Source: an optimization exercise on an open RTL-to-GDS flow (aim: small area). Production flows keep margins and buffers that such runs may drop.
RTL that was checked went through simulation tests only; none was proved equivalent to the original.
Power is estimated from default activity; no workload was simulated. The flow treats the clock pin as an ideal source, which a real chip does not have.

Design sccb_responder, start of the top module:
module sccb_responder #(
  parameter logic [6:0] DEV_ID   = SCCB_DEV_ID,
  parameter int         FILT_LEN = 4
) (
  input  logic       i_clk,
  input  logic       i_rst,
  input  logic       i_SCL,
  input  logic       i_SDA,
  output logic       o_SDA_oe,
  output logic       o_wr_valid,
  output logic [7:0] o_wr_addr,
  output logic [7:0] o_wr_data,
  input  logic [7:0] i_dbg_addr,
  output logic [7:0] o_dbg_data,
  output logic       o_busy,
  output logic       o_err
);
Size: roughly 4,100 cells after synthesis, ~40 I/O pins, roughly 56,000 sq um of cells after synthesis.
==> flow/config.mk <==
export PLATFORM = sky130hd
export DESIGN_NAME = sccb_responder
export DESIGN_NICKNAME = sccb_responder
export VERILOG_FILES = /design/flow/design.v
export SDC_FILE = /design/flow/constraint.sdc
export NUM_CORES = 4
export LEC_CHECK = 0
export CAP_MARGIN = 20
export CORE_MARGIN = 2
export CORE_UTILIZATION = 40
export SLEW_MARGIN = 20
export SYNTH_HIERARCHICAL = 1
==> flow/constraint.sdc <==
create_clock -name core_clock -period 10.0 [get_ports {i_clk}]
set_input_delay 2.0000 -clock core_clock [delete_from_list [all_inputs] [get_ports {i_clk}]]
set_output_delay 2.0000 -clock core_clock [all_outputs]
set_load 0.01 [all_outputs]
standard.sh (not shown) runs the stock make flow with config.mk's settings and CLKGATE_MAP_FILE= SYNTH_SCRIPT=/design/flow/synth_recipe.tcl, a recipe that flattens the netlist after the stock synthesis.
==> flow/flow/run.sh <==
#!/bin/bash
# Standard synthesis, then every combinational cell downsized to the
# smallest of its family, then the standard layout with a clock tree built
# without dummy loads and with small port buffers.
set -euo pipefail
RES="$PWD/orfs/results/${FLOW_PLATFORM}/sccb_responder/base"

bash standard.sh synth > synth.log 2>&1

RESULTS_DIR="$RES" openroad -no_init -exit flow/downsize.tcl > downsize.log 2>&1

export CTS_ARGS="-sink_clustering_enable -repair_clock_nets -dont_use_dummy_load -buf_list sky130_fd_sc_hd__clkbuf_8 -sink_clustering_buffer sky130_fd_sc_hd__clkbuf_16 -sink_clustering_size 30 -sink_clustering_max_diameter 80"
export BUFFER_PORTS_ARGS="-buffer_cell sky130_fd_sc_hd__buf_1"
bash standard.sh finish > layout.log 2>&1
Other scripts of this flow, unchanged in this note and not shown: flow/flow/downsize.tcl
Then changed:
--- a/flow/design.v
+++ b/flow/design.v
@@ -118,20 +118,21 @@
   assign start_evt = sda_fall & scl_lvl;
   assign stop_evt  = sda_rise & scl_lvl;
   sccb_pkg::sccb_state_e state_q, state_d;
   logic [3:0]  bit_cnt_q, bit_cnt_d;
   logic [7:0]  shift_q, shift_d;
   logic [7:0]  sub_q, sub_d;
   logic [7:0]  sub_inc;
   logic        sda_oe_q, sda_oe_d;
   logic        wr_valid_q, wr_valid_d;
   logic        wr_seen_q;
+  logic        busy_q, busy_d;
   logic        err_q, err_d;
   logic        wr_en;
   logic [7:0]  dbg_data_q, dbg_data_d;
   logic        rd_mode_q, rd_mode_d;
   logic [5:0]    ph_q;
   logic [2047:0] ring_q;
   logic [31:0]   top_w, ins_w;
   logic [7:0]    pend_addr_q, pend_data_q;
   logic [7:0]    pf_q;
   logic [7:0]    pf_addr;
@@ -200,32 +201,35 @@
     dbg_data_q <= dbg_data_d;
   end
   assign sub_inc = sub_q + 8'd1;
   always_comb begin
     state_d    = state_q;
     bit_cnt_d  = bit_cnt_q;
     shift_d    = shift_q;
     sub_d      = sub_q;
     sda_oe_d   = sda_oe_q;
     wr_valid_d = 1'b0;
+    busy_d     = busy_q;
     err_d      = err_q;
     wr_en      = 1'b0;
     rd_mode_d  = rd_mode_q;
     if (start_evt) begin
       if (state_q == ST_WDATA && bit_cnt_q != 4'd0) err_d = 1'b1;
       state_d   = ST_ID;
       bit_cnt_d = 4'd0;
       sda_oe_d  = 1'b0;
+      busy_d    = 1'b1;
     end else if (stop_evt) begin
       state_d   = ST_IDLE;
       bit_cnt_d = 4'd0;
       sda_oe_d  = 1'b0;
+      busy_d    = 1'b0;
     end else begin
       case (state_q)
         ST_ID, ST_SUB, ST_WDATA: begin
           if (scl_rise) begin
             shift_d   = {shift_q[6:0], sda_lvl};
             bit_cnt_d = bit_cnt_q + 4'd1;
           end else if (scl_fall && bit_cnt_q == 4'd8) begin
             bit_cnt_d = 4'd0;
             sda_oe_d  = 1'b1;
             if (state_q == ST_ID) begin
@@ -307,44 +311,47 @@
           end
         end
         default: ;
       endcase
     end
   end
   always_ff @(posedge i_clk or posedge i_rst) begin
     if (i_rst) begin
       state_q    <= ST_IDLE;
       bit_cnt_q  <= 4'd0;
+      shift_q    <= 8'h00;
       sub_q      <= 8'h00;
       sda_oe_q   <= 1'b0;
       wr_valid_q <= 1'b0;
       wr_seen_q  <= 1'b0;
+      busy_q     <= 1'b0;
       err_q      <= 1'b0;
       rd_mode_q  <= 1'b0;
     end else begin
       state_q    <= state_d;
       bit_cnt_q  <= bit_cnt_d;
+      shift_q    <= shift_d;
       sub_q      <= sub_d;
       sda_oe_q   <= sda_oe_d;
       wr_valid_q <= wr_valid_d;
       if (wr_en) wr_seen_q <= 1'b1;
+      busy_q     <= busy_d;
       err_q      <= err_d;
       rd_mode_q  <= rd_mode_d;
     end
   end
-  always_ff @(posedge i_clk) shift_q <= shift_d;
   assign o_SDA_oe   = sda_oe_q;
   assign o_wr_valid = wr_valid_q;
   assign o_wr_addr  = wr_seen_q ? pend_addr_q : 8'h00;
   assign o_wr_data  = wr_seen_q ? pend_data_q : 8'h00;
   assign o_dbg_data = dbg_data_q;
-  assign o_busy     = (state_q != ST_IDLE);
+  assign o_busy     = busy_q;
   assign o_err      = err_q;
 endmodule
 `default_nettype wire
 `default_nettype none
 module sccb_oai22 (
   input  logic i_a1,
   input  logic i_a2,
   input  logic i_b1,
   input  logic i_b2,
   output logic o_y
Result: The changed run went through all stages and came out clean; die area decreases by 0.47%; critical path depth came out lower by 1; routed wire length came out lower by 2.7%; hold slack gets worse by 0.016 ns; combinational power falls by about 10%; synthesized cell count stays flat; fmax rises by 0.88%; cell count stays flat; final area went down by 0.48%; setup slack gains 0.052 ns; area after synthesis decreases by 0.48%.
The RTL of the first run of this note was laid out without a check of its function.

[afterwards: timing with drivers on the ports]
The flow's constraints put no driver on any port. The routed layouts listed below were extracted and timed again, unchanged, in two steps. Step 1 sets driving cells, clkbuf_16 on the clock port and buf_2 on the other inputs (assumed; they add their load-dependent delay and slew). Step 2 also shifts input and output timing later by t, the mid clock arrival at the registers, as if the neighbouring blocks saw the same clock. a / b / c = ideal / step 1 / step 2; a / b = the first two.
run | t, ns | setup slack, ns | worst slew at a driven data input, ns
the first run | 0.861 | 4.009 / 4.056 / 3.195 | 0.03
the second run | 0.888 | 4.061 / 4.111 / 3.223 | 0.03
After both steps setup and hold are still met in every run listed. For the second run, which loses most, drivers alone change the setup slack by +0.050 ns; drivers and shift together by -0.838 ns.
